Source: an optimization exercise on an open RTL-to-GDS flow (aim: small area, a short achievable clock period and few clock cycles per item). Production flows keep margins and buffers that such runs may drop.
Only simulation tests tie the RTL to the original design; equivalence was not proved.

===== run.sh =====
#!/bin/bash
# synth_recipe.tcl (not shown) runs the flow's synth.tcl, then flattens the netlist and writes it again
# the make line also repeats each setting of config.mk as NAME=value (left out here)
make -C /OpenROAD-flow-scripts/flow DESIGN_CONFIG=/design/flow/config.mk WORK_HOME=/design/flow/orfs CLKGATE_MAP_FILE= SYNTH_SCRIPT=/design/flow/synth_recipe.tcl finish

===== config.mk =====
export PLATFORM = sky130hd
export DESIGN_NAME = fc_layer_top
export DESIGN_NICKNAME = fc_layer_top
export VERILOG_FILES = /design/flow/design.v
export SDC_FILE = /design/flow/constraint.sdc
export NUM_CORES = 4
export LEC_CHECK = 0
export CAP_MARGIN = 20
export CORE_MARGIN = 2
export CORE_UTILIZATION = 40
export PLACE_DENSITY = 0.6
export SLEW_MARGIN = 20

===== constraint.sdc =====
create_clock -name core_clock -period 13.0 [get_ports {clk}]
set_input_delay 2.6000 -clock core_clock [delete_from_list [all_inputs] [get_ports {clk}]]
set_output_delay 2.6000 -clock core_clock [all_outputs]
set_load 0.01 [all_outputs]

===== design.v =====
`default_nettype none
package fc_data_pkg;
    localparam int LANES = 4;
    typedef logic signed [7:0] act_t;
    typedef logic signed [7:0] weight_t;
    typedef logic [LANES*8-1:0] weight_word_t;
    typedef logic signed [15:0] bias_t;
    typedef logic signed [23:0] acc_t;
endpackage
`default_nettype wire
`default_nettype none
package fc_ctrl_pkg;
    typedef logic [9:0] in_addr_t;
    typedef logic [11:0] w_addr_t;
    typedef logic [7:0] och_idx_t;
    typedef enum logic [1:0] {S_IDLE, S_ISSUE, S_WAIT_TILE, S_DRAIN} seq_state_t;
    typedef enum logic [1:0] {M_IDLE, M_LOAD, M_MAC} mac_state_t;
endpackage
`default_nettype wire
`default_nettype none
module fc_tile_sequencer #(
    parameter int ICH_B = 4,
    parameter int OCH_B = 2,
    parameter int OCH_T = 4
) (
    input  logic      clk,
    input  logic      areset,
    input  logic      i_run,
    input  logic      i_layer_written,
    output logic                  o_tile_start,
    output logic                  o_first_ich,
    output logic                  o_last_ich,
    output fc_ctrl_pkg::in_addr_t o_in_base,
    output fc_ctrl_pkg::w_addr_t  o_w_base,
    input  logic                  i_tile_done,
    output logic      o_idle,
    output logic      o_run,
    output logic      o_done,
    output logic      o_en_err
);
    localparam int ICH_W = (ICH_B > 1) ? $clog2(ICH_B) : 1;
    localparam int OCH_W = (OCH_B > 1) ? $clog2(OCH_B) : 1;
    fc_ctrl_pkg::seq_state_t state;
    logic [ICH_W-1:0]        r_ich;
    logic [OCH_W-1:0]        r_och;
    logic                    r_run;
    logic                    r_done;
    logic                    r_err;
    always_ff @(posedge clk) begin
        if (areset) begin
            state  <= fc_ctrl_pkg::S_IDLE;
            r_ich  <= '0;
            r_och  <= '0;
            r_run  <= 1'b0;
            r_done <= 1'b0;
            r_err  <= 1'b0;
        end else begin
            r_done <= (state == fc_ctrl_pkg::S_DRAIN) && i_layer_written;
            if (i_run && r_run) begin
                r_err <= 1'b1;
            end
            case (state)
                fc_ctrl_pkg::S_IDLE: begin
                    if (i_run) begin
                        r_run <= 1'b1;
                        r_ich <= '0;
                        r_och <= '0;
                        state <= fc_ctrl_pkg::S_ISSUE;
                    end
                end
                fc_ctrl_pkg::S_ISSUE: begin
                    state <= fc_ctrl_pkg::S_WAIT_TILE;
                end
                fc_ctrl_pkg::S_WAIT_TILE: begin
                    if (i_tile_done) begin
                        if (o_last_ich) begin
                            r_ich <= '0;
                            if (r_och == OCH_W'(OCH_B - 1)) begin
                                state <= fc_ctrl_pkg::S_DRAIN;
                            end else begin
                                r_och <= r_och + 1'b1;
                                state <= fc_ctrl_pkg::S_ISSUE;
                            end
                        end else begin
                            r_ich <= r_ich + 1'b1;
                            state <= fc_ctrl_pkg::S_ISSUE;
                        end
                    end
                end
                fc_ctrl_pkg::S_DRAIN: begin
                    if (i_layer_written) begin
                        r_run <= 1'b0;
                        state <= fc_ctrl_pkg::S_IDLE;
                    end
                end
                default: state <= fc_ctrl_pkg::S_IDLE;
            endcase
        end
    end
    assign o_tile_start = (state == fc_ctrl_pkg::S_ISSUE);
    assign o_first_ich  = (r_ich == '0);
    assign o_last_ich   = (r_ich == ICH_W'(ICH_B - 1));
    assign o_in_base = fc_ctrl_pkg::in_addr_t'(r_ich)
                        * fc_ctrl_pkg::in_addr_t'(fc_data_pkg::LANES);
    assign o_w_base  = fc_ctrl_pkg::w_addr_t'(r_och)
                        * fc_ctrl_pkg::w_addr_t'(OCH_T * ICH_B)
                        + fc_ctrl_pkg::w_addr_t'(r_ich);
    assign o_idle   = !r_run;
    assign o_run    = r_run;
    assign o_done   = r_done;
    assign o_en_err = r_err;
endmodule
`default_nettype wire
`default_nettype none
module fc_mac_engine #(
    parameter int ICH_B = 4,
    parameter int OCH_T = 4
) (
    input  logic                       clk,
    input  logic                       areset,
    input  logic                       i_tile_start,
    input  logic                       i_first_ich,
    input  logic                       i_last_ich,
    input  fc_ctrl_pkg::in_addr_t      i_in_base,
    input  fc_ctrl_pkg::w_addr_t       i_w_base,
    output logic                       o_tile_done,
    output fc_ctrl_pkg::in_addr_t      o_in_addr,
    output logic                       o_in_ce,
    input  fc_data_pkg::act_t          i_in_q,
    output fc_ctrl_pkg::w_addr_t       o_w_addr,
    output logic                       o_w_ce,
    input  fc_data_pkg::weight_word_t  i_w_q,
    output logic                       o_acc_valid,
    output fc_ctrl_pkg::och_idx_t      o_acc_idx,
    output fc_data_pkg::acc_t          o_acc_value
);
    localparam int LANES   = fc_data_pkg::LANES;
    localparam int W_BITS  = 8;
    localparam int CNT_MAX = (LANES > OCH_T) ? LANES : OCH_T;
    localparam int CNT_W   = (CNT_MAX > 1) ? $clog2(CNT_MAX) : 1;
    fc_ctrl_pkg::mac_state_t state;
    logic [CNT_W-1:0]        r_cnt;
    fc_ctrl_pkg::in_addr_t   r_in_addr;
    fc_ctrl_pkg::w_addr_t    r_w_addr;
    fc_ctrl_pkg::och_idx_t   r_och_base;
    logic                    r_first;
    logic                    r_last;
    logic                    r_in_ce_d;
    logic [CNT_W-1:0]        r_lane_d;
    logic signed [7:0]       act_buf [0:LANES-1];
    logic                    r_v1;
    logic                    r_first1;
    logic                    r_last1;
    logic [CNT_W-1:0]        r_ch1;
    logic                    r_v2;
    logic                    r_first2;
    logic                    r_last2;
    logic [CNT_W-1:0]        r_ch2;
    logic signed [2*W_BITS-1:0] prod [0:LANES-1];
    logic signed [23:0]      dot;
    logic signed [23:0]      r_dot;
    logic signed [23:0]      acc_next;
    logic signed [23:0]      acc_bank [0:OCH_T-1];
    logic                    r_tile_done;
    always_ff @(posedge clk) begin
        if (areset) begin
            state <= fc_ctrl_pkg::M_IDLE;
            r_cnt <= '0;
        end else begin
            case (state)
                fc_ctrl_pkg::M_IDLE: begin
                    if (i_tile_start) begin
                        r_cnt <= '0;
                        state <= fc_ctrl_pkg::M_LOAD;
                    end
                end
                fc_ctrl_pkg::M_LOAD: begin
                    if (r_cnt == CNT_W'(LANES - 1)) begin
                        r_cnt <= '0;
                        state <= fc_ctrl_pkg::M_MAC;
                    end else begin
                        r_cnt <= r_cnt + 1'b1;
                    end
                end
                fc_ctrl_pkg::M_MAC: begin
                    if (r_cnt == CNT_W'(OCH_T - 1)) begin
                        r_cnt <= '0;
                        state <= fc_ctrl_pkg::M_IDLE;
                    end else begin
                        r_cnt <= r_cnt + 1'b1;
                    end
                end
                default: state <= fc_ctrl_pkg::M_IDLE;
            endcase
        end
    end
    always_ff @(posedge clk) begin
        if ((state == fc_ctrl_pkg::M_IDLE) && i_tile_start) begin
            r_in_addr  <= i_in_base;
            r_w_addr   <= i_w_base;
            r_och_base <= fc_ctrl_pkg::och_idx_t'(i_w_base
                          / fc_ctrl_pkg::w_addr_t'(ICH_B));
            r_first    <= i_first_ich;
            r_last     <= i_last_ich;
        end else if (state == fc_ctrl_pkg::M_LOAD) begin
            r_in_addr <= r_in_addr + 1'b1;
        end else if (state == fc_ctrl_pkg::M_MAC) begin
            r_w_addr <= r_w_addr + fc_ctrl_pkg::w_addr_t'(ICH_B);
        end
    end
    assign o_in_ce   = (state == fc_ctrl_pkg::M_LOAD);
    assign o_in_addr = r_in_addr;
    assign o_w_ce    = (state == fc_ctrl_pkg::M_MAC);
    assign o_w_addr  = r_w_addr;
    always_comb begin
        dot = '0;
        for (int i = 0; i < LANES; i++) begin
            prod[i] = act_buf[i] * $signed(i_w_q[i*W_BITS +: W_BITS]);
            dot     = dot + 24'(prod[i]);
        end
    end
    assign acc_next = r_first2 ? r_dot : acc_bank[r_ch2] + r_dot;
    always_ff @(posedge clk) begin
        if (areset) begin
            r_in_ce_d   <= 1'b0;
            r_v1        <= 1'b0;
            r_v2        <= 1'b0;
            r_tile_done <= 1'b0;
        end else begin
            r_in_ce_d   <= o_in_ce;
            r_v1        <= o_w_ce;
            r_v2        <= r_v1;
            r_tile_done <= r_v2 && (r_ch2 == CNT_W'(OCH_T - 1));
        end
    end
    always_ff @(posedge clk) begin
        r_lane_d <= r_cnt;
        if (r_in_ce_d) begin
            act_buf[r_lane_d] <= i_in_q;
        end
        r_ch1    <= r_cnt;
        r_first1 <= r_first;
        r_last1  <= r_last;
        r_ch2    <= r_ch1;
        r_first2 <= r_first1;
        r_last2  <= r_last1;
        r_dot    <= dot;
        if (r_v2) begin
            acc_bank[r_ch2] <= acc_next;
        end
    end
    assign o_acc_valid    = r_v2 && r_last2;
    assign o_acc_idx      = r_och_base + fc_ctrl_pkg::och_idx_t'(r_ch2);
    assign o_acc_value    = acc_next;
    assign o_tile_done    = r_tile_done;
endmodule
`default_nettype wire
`default_nettype none
module fc_requant #(
    parameter int OCH_B       = 2,
    parameter int OCH_T       = 4,
    parameter int SCALE_SHIFT = 8,
    parameter int RELU        = 1
) (
    input  logic                  clk,
    input  logic                  areset,
    input  logic                  i_acc_valid,
    input  fc_ctrl_pkg::och_idx_t i_acc_idx,
    input  fc_data_pkg::acc_t     i_acc_value,
    output fc_ctrl_pkg::och_idx_t o_b_addr,
    output logic                  o_b_ce,
    input  fc_data_pkg::bias_t    i_b_q,
    output fc_ctrl_pkg::och_idx_t o_out_addr,
    output logic                  o_out_ce,
    output fc_data_pkg::act_t     o_out_d,
    output logic                  o_layer_written
);
    localparam int OCH = OCH_B * OCH_T;
    localparam int ACT_BITS = 8;
    localparam logic signed [23:0] SAT_HI = 24'sd127;
    localparam logic signed [23:0] SAT_LO = -24'sd128;
    logic                  r_v1;
    fc_ctrl_pkg::och_idx_t r_idx1;
    logic signed [23:0]    r_acc1;
    logic signed [23:0]    biased;
    logic signed [23:0]    shifted;
    fc_data_pkg::act_t     quant;
    assign o_b_ce   = i_acc_valid;
    assign o_b_addr = i_acc_idx;
    always_comb begin
        biased  = r_acc1 + 24'($signed(i_b_q));
        shifted = biased >>> SCALE_SHIFT;
        if ((RELU != 0) && (shifted < 0)) begin
            quant = '0;
        end else if (shifted > SAT_HI) begin
            quant = fc_data_pkg::act_t'(SAT_HI);
        end else if (shifted < SAT_LO) begin
            quant = fc_data_pkg::act_t'(SAT_LO);
        end else begin
            quant = fc_data_pkg::act_t'(shifted);
        end
    end
    always_ff @(posedge clk) begin
        if (areset) begin
            r_v1            <= 1'b0;
            o_out_ce        <= 1'b0;
            o_layer_written <= 1'b0;
        end else begin
            r_v1            <= i_acc_valid;
            o_out_ce        <= r_v1;
            o_layer_written <= r_v1 && (r_idx1 == fc_ctrl_pkg::och_idx_t'(OCH - 1));
        end
    end
    always_ff @(posedge clk) begin
        r_idx1     <= i_acc_idx;
        r_acc1     <= i_acc_value;
        o_out_addr <= r_idx1;
        o_out_d    <= quant;
    end
endmodule
`default_nettype wire
`default_nettype none
module fc_layer_top #(
    parameter int ICH_B       = 4,
    parameter int OCH_B       = 2,
    parameter int OCH_T       = 4,
    parameter int SCALE_SHIFT = 8,
    parameter int RELU        = 1
) (
    input  logic                      clk,
    input  logic                      areset,
    input  logic                      i_run,
    output logic                      o_idle,
    output logic                      o_run,
    output logic                      o_done,
    output logic                      o_en_err,
    output fc_ctrl_pkg::in_addr_t     o_in_addr,
    output logic                      o_in_ce,
    input  fc_data_pkg::act_t         i_in_q,
    output fc_ctrl_pkg::w_addr_t      o_w_addr,
    output logic                      o_w_ce,
    input  fc_data_pkg::weight_word_t i_w_q,
    output fc_ctrl_pkg::och_idx_t     o_b_addr,
    output logic                      o_b_ce,
    input  fc_data_pkg::bias_t        i_b_q,
    output fc_ctrl_pkg::och_idx_t     o_out_addr,
    output logic                      o_out_ce,
    output fc_data_pkg::act_t         o_out_d
);
    logic                  tile_start;
    logic                  tile_first_ich;
    logic                  tile_last_ich;
    fc_ctrl_pkg::in_addr_t tile_in_base;
    fc_ctrl_pkg::w_addr_t  tile_w_base;
    logic                  tile_done;
    logic                  acc_valid;
    fc_ctrl_pkg::och_idx_t acc_idx;
    fc_data_pkg::acc_t     acc_value;
    logic                  layer_written;
    fc_tile_sequencer #(.ICH_B(ICH_B), .OCH_B(OCH_B), .OCH_T(OCH_T)) u_seq (
        .clk(clk), .areset(areset), .i_run(i_run), .i_layer_written(layer_written),
        .o_tile_start(tile_start), .o_first_ich(tile_first_ich),
        .o_last_ich(tile_last_ich), .o_in_base(tile_in_base), .o_w_base(tile_w_base),
        .i_tile_done(tile_done), .o_idle(o_idle), .o_run(o_run), .o_done(o_done),
        .o_en_err(o_en_err)
    );
    fc_mac_engine #(.ICH_B(ICH_B), .OCH_T(OCH_T)) u_mac (
        .clk(clk), .areset(areset), .i_tile_start(tile_start), .i_first_ich(tile_first_ich),
        .i_last_ich(tile_last_ich), .i_in_base(tile_in_base), .i_w_base(tile_w_base),
        .o_tile_done(tile_done),
        .o_in_addr(o_in_addr), .o_in_ce(o_in_ce), .i_in_q(i_in_q),
        .o_w_addr(o_w_addr), .o_w_ce(o_w_ce), .i_w_q(i_w_q),
        .o_acc_valid(acc_valid), .o_acc_idx(acc_idx), .o_acc_value(acc_value)
    );
    fc_requant #(
        .OCH_B(OCH_B), .OCH_T(OCH_T), .SCALE_SHIFT(SCALE_SHIFT), .RELU(RELU)
    ) u_requant (
        .clk(clk), .areset(areset),
        .i_acc_valid(acc_valid), .i_acc_idx(acc_idx), .i_acc_value(acc_value),
        .o_b_addr(o_b_addr), .o_b_ce(o_b_ce), .i_b_q(i_b_q),
        .o_out_addr(o_out_addr), .o_out_ce(o_out_ce), .o_out_d(o_out_d),
        .o_layer_written(layer_written)
    );
endmodule
`default_nettype wire

==> flow_metrics.env <==
export IMPL_place_congestion=0.8465
export IMPL_die_w_um=237.0
export IMPL_rr_worst_depth=38
export IMPL_ctsRootBufferMaster="clkbuf_16"
export IMPL_route_detailed_drc=0
export IMPL_wl_per_cell_um=16.57
export IMPL_yosys_cell_types_count=74
export IMPL_io_buffers=102
export IMPL_grt_pass1_wl_um=79630
export IMPL_area_growth_pct=14.49
export IMPL_slowest_stage="clkdlybuf4s50_1"
export IMPL_cp_required_ns=13.52
export IMPL_worstSetupEndpointType="flip-flop"
export IMPL_core_area_mm2=0.05371
export IMPL_r2r_end="u_mac.r_dot[22]"
export IMPL_grt_use_total=0.1774
export IMPL_synth_top_family_by_area="adder cells"
export IMPL_tritoncts="yes"
export IMPL_hold_depth=0
export IMPL_cp_max_fo=4
export IMPL_synthesis_area_mm2=0.02172
export IMPL_ant_nets=0
export IMPL_setup_violations_final=0
export IMPL_ios=113
export IMPL_yosysWarnings=4
export IMPL_netlist_instances=1958
export IMPL_die_area_mm2=0.05618
export IMPL_min_to="u_mac.r_last2"
export IMPL_hold_viol_final=0
export IMPL_holdBufCountCts=0
export IMPL_synthSimpleGateAreaFrac=0.1148
export IMPL_hp_start="u_mac.r_last1"
export IMPL_drt_iter0_drc=700
export IMPL_worst_setup_path_type="in2reg"
export IMPL_row_count=85
export IMPL_wirelength_um=46790
export IMPL_viasPerCell=4.950
export IMPL_first_pass_iters=5
export IMPL_synth_xor_area_frac=0.03347
export IMPL_reg2reg_from="u_mac.act_buf[0][2]"
export IMPL_outcome="timing/DRC/antenna clean"
export IMPL_antenna_found_initial=1
export IMPL_layout_min_cycle_time_ns=12.36
export IMPL_cts_sinks=242
export IMPL_htreeDepth=1
export IMPL_overflow=0
export IMPL_nNetsFinal=2659
export IMPL_cts_buffers=30
export IMPL_max_freq_ghz=0.08090
export IMPL_finalMaxSlewViolations=0
export IMPL_cts_buffer_depth=3
export IMPL_worstPathArrival_ns=12.88
export IMPL_synthAdderAreaFrac=0.3985
export IMPL_yosysSeqAreaShare=0.2899
export IMPL_relSlewSlack=0.4155
export IMPL_grt_max_degree=50
export IMPL_syn_area_per_cell_um2=11.09
export IMPL_ys_ff_latch=242
export IMPL_skew_ns=0.03192
export IMPL_synth_edf_count=145
export IMPL_drive_gt1_frac=0.06256
export IMPL_min_delay_path_class="reg2reg"
export IMPL_die_h_um=237.0
export IMPL_rsz0062_at_grt="false"
export IMPL_fin_tns_setup_ns=0
export IMPL_dp_hpwl_um=37570
export IMPL_ys_async_sr_fraction=0
export IMPL_synth_flop_cell="edfxtp_1"
export IMPL_cpPeakStageDelay_ns=0.53
export IMPL_period_share=0.9509
export IMPL_insertion_delay_ns=0.60
export IMPL_worstMarginPinSlew_ns=0.8735
export IMPL_r2r_slack_ns=2.47
export IMPL_vias=13980
export IMPL_synthMuxAreaShare=0.02817
export IMPL_first_global_vias=15370
export IMPL_path_clk_slew_ns=0.06
export IMPL_start_util=0.4044
export IMPL_start_kind="input pin"
export IMPL_synth_compound_area_share=0.06084
export IMPL_max_cap_violations=0
export IMPL_cp_common_cell="fa_1"
## logic make-up after synthesis
kind of cell    after synthesis
mux                          31
fa+ha+maj                   498
xor+xnor                     83
compound gates              205
buf+inv                     417
flops                       242
simple gates                481
other cells                   1
## synthesized netlist by cell type (all sizes together), types with 24 or more instances
| cell | number | area, um^2 |
|---|---|---|
| mux4 | 24 | 540.5 |
| a21oi | 65 | 325.3 |
| inv | 386 | 1449 |
| xor2 | 38 | 332.8 |
| nand2 | 153 | 574.3 |
| and2 | 132 | 825.8 |
| nor2 | 65 | 244.0 |
| o21ai | 47 | 235.2 |
| fa | 323 | 6466 |
| nand2b | 29 | 181.4 |
| ha | 175 | 2190 |
| xnor2 | 45 | 394.1 |
| dfxtp | 97 | 1942 |
| edfxtp | 145 | 4354 |
## how the worst max path moves through the flow
| stage | slack (ns) | depth (start not counted) | startpoint | endpoint |
|---|---|---|---|---|
| after floorplan | 0.96 | 37 | i_w_q[0] | u_mac.r_dot[22] |
| after global placement | 0.08 | 38 | i_w_q[3] | u_mac.r_dot[21] |
| after detailed placement | 0.05 | 38 | i_w_q[3] | u_mac.r_dot[21] |
| after CTS | 0.63 | 38 | i_w_q[5] | u_mac.r_dot[21] |
| after global routing | 0.07 | 38 | i_w_q[5] | u_mac.r_dot[21] |
| final | 0.64 | 39 | i_w_q[5] | u_mac.r_dot[22] |
## critical path, delay by kind of cell
family	cells	cell delay (ns)
adder cells (fa/ha/maj)	14	6.37
AO/OA/AOI/OAI	12	2.42
buffers and inverters	9	0.97
AND/OR/NAND/NOR	3	0.33
XOR/XNOR	1	0.15
## cells in the final DEF (no fill, tap or decap), drive strengths merged, types with 29 or more instances in the layout
cell,synthesis,layout
a21oi,65,65
and2,132,132
buf,11,30
clkbuf,19,36
clkdlybuf4s50,0,102
dfxtp,97,97
edfxtp,145,145
fa,323,323
ha,175,175
inv,386,387
nand2,153,153
nand2b,29,29
nor2,65,65
o21ai,47,47
xnor2,45,45
xor2,38,38
## repair_timing
item	CTS	global route
setup buffers	0	0
endpoints found under the setup margin	0	1
gates resized for setup	0	1
## metal layers
layer / track usage / routed length [um]
met1: 0.2430 / 21510
met4: 0.03893 / 1000
met2: 0.3010 / 22470
met5: 0 / 0
met3: 0.02343 / 1806
## registers in the layout (all words and copies together), names as in the netlist, 2 cells and up
signal and cells:
u_mac.r_dot 24, u_seq.state 2, u_requant.o_out_addr 3, u_mac.acc_bank 96
u_mac.r_ch2 2, u_mac.r_in_addr 10, u_mac.r_w_addr 12, u_mac.r_lane_d 2
u_mac.act_buf 32, u_requant.o_out_d 8, u_mac.r_cnt 2, u_seq.r_ich 2
u_mac.state 2, u_requant.r_idx1 3, u_requant.r_acc1 24
## layout make-up
class                   count  area [um^2]
flip-flops and latches    242         6297
multi-input cells        1309        13870
inverters                 387         1453
clock buffers              36        783.3
fillers                  4929        28840
clock inverters            20        344.1
well taps                 696        870.8
diodes                      1        2.502
repair buffers            132         1246
## per-stage QoR
stage | worst slack [ns] | cells | utilization | cell area (um^2) | hold WS (ns)
detailed placement | 0.05425 | 2766 | 0.4418 | 23730 | 0.3164
finish | 0.6385 | 2823 | 0.4630 | 24870 | 0.3279
floorplan | 0.9631 | 1968 | - | 21760 | 0.3096
global route | 0.06654 | 2822 | 0.4629 | 24860 | 0.3493
global placement | 0.07529 | 2766 | 0.4418 | 23730 | 0.3120
CTS | 0.6278 | 2822 | 0.4628 | 24860 | 0.3308
Testbench counts, summed over its fixed seeds: cycles 50,176, runs 512.

-- static timing again, ports no longer ideal --
In the flow no input, the clock included, has a driving cell. The finished layout below was timed again as built, in two steps.
Step 1: set_driving_cell puts a clkbuf_16 on clk and a buf_2 on each other input, an assumption about the parent block.
Step 2, shift: input delay + t, output delay - t, t = (earliest + latest rising clock arrival at the registers) / 2. This alone moves slack from input paths to output paths.
Three values: ideal ports, drivers, drivers and shift; two values: the first two.
t, ns: 0.648
setup WS [ns]: 0.639 / 0.677 / 0.029
worst register clock-pin slew, ns: 0.07 / 0.07
After both steps setup and hold are still met in this run. The setup slack of this run moves by +0.038 ns with the drivers and by -0.610 ns with both steps.
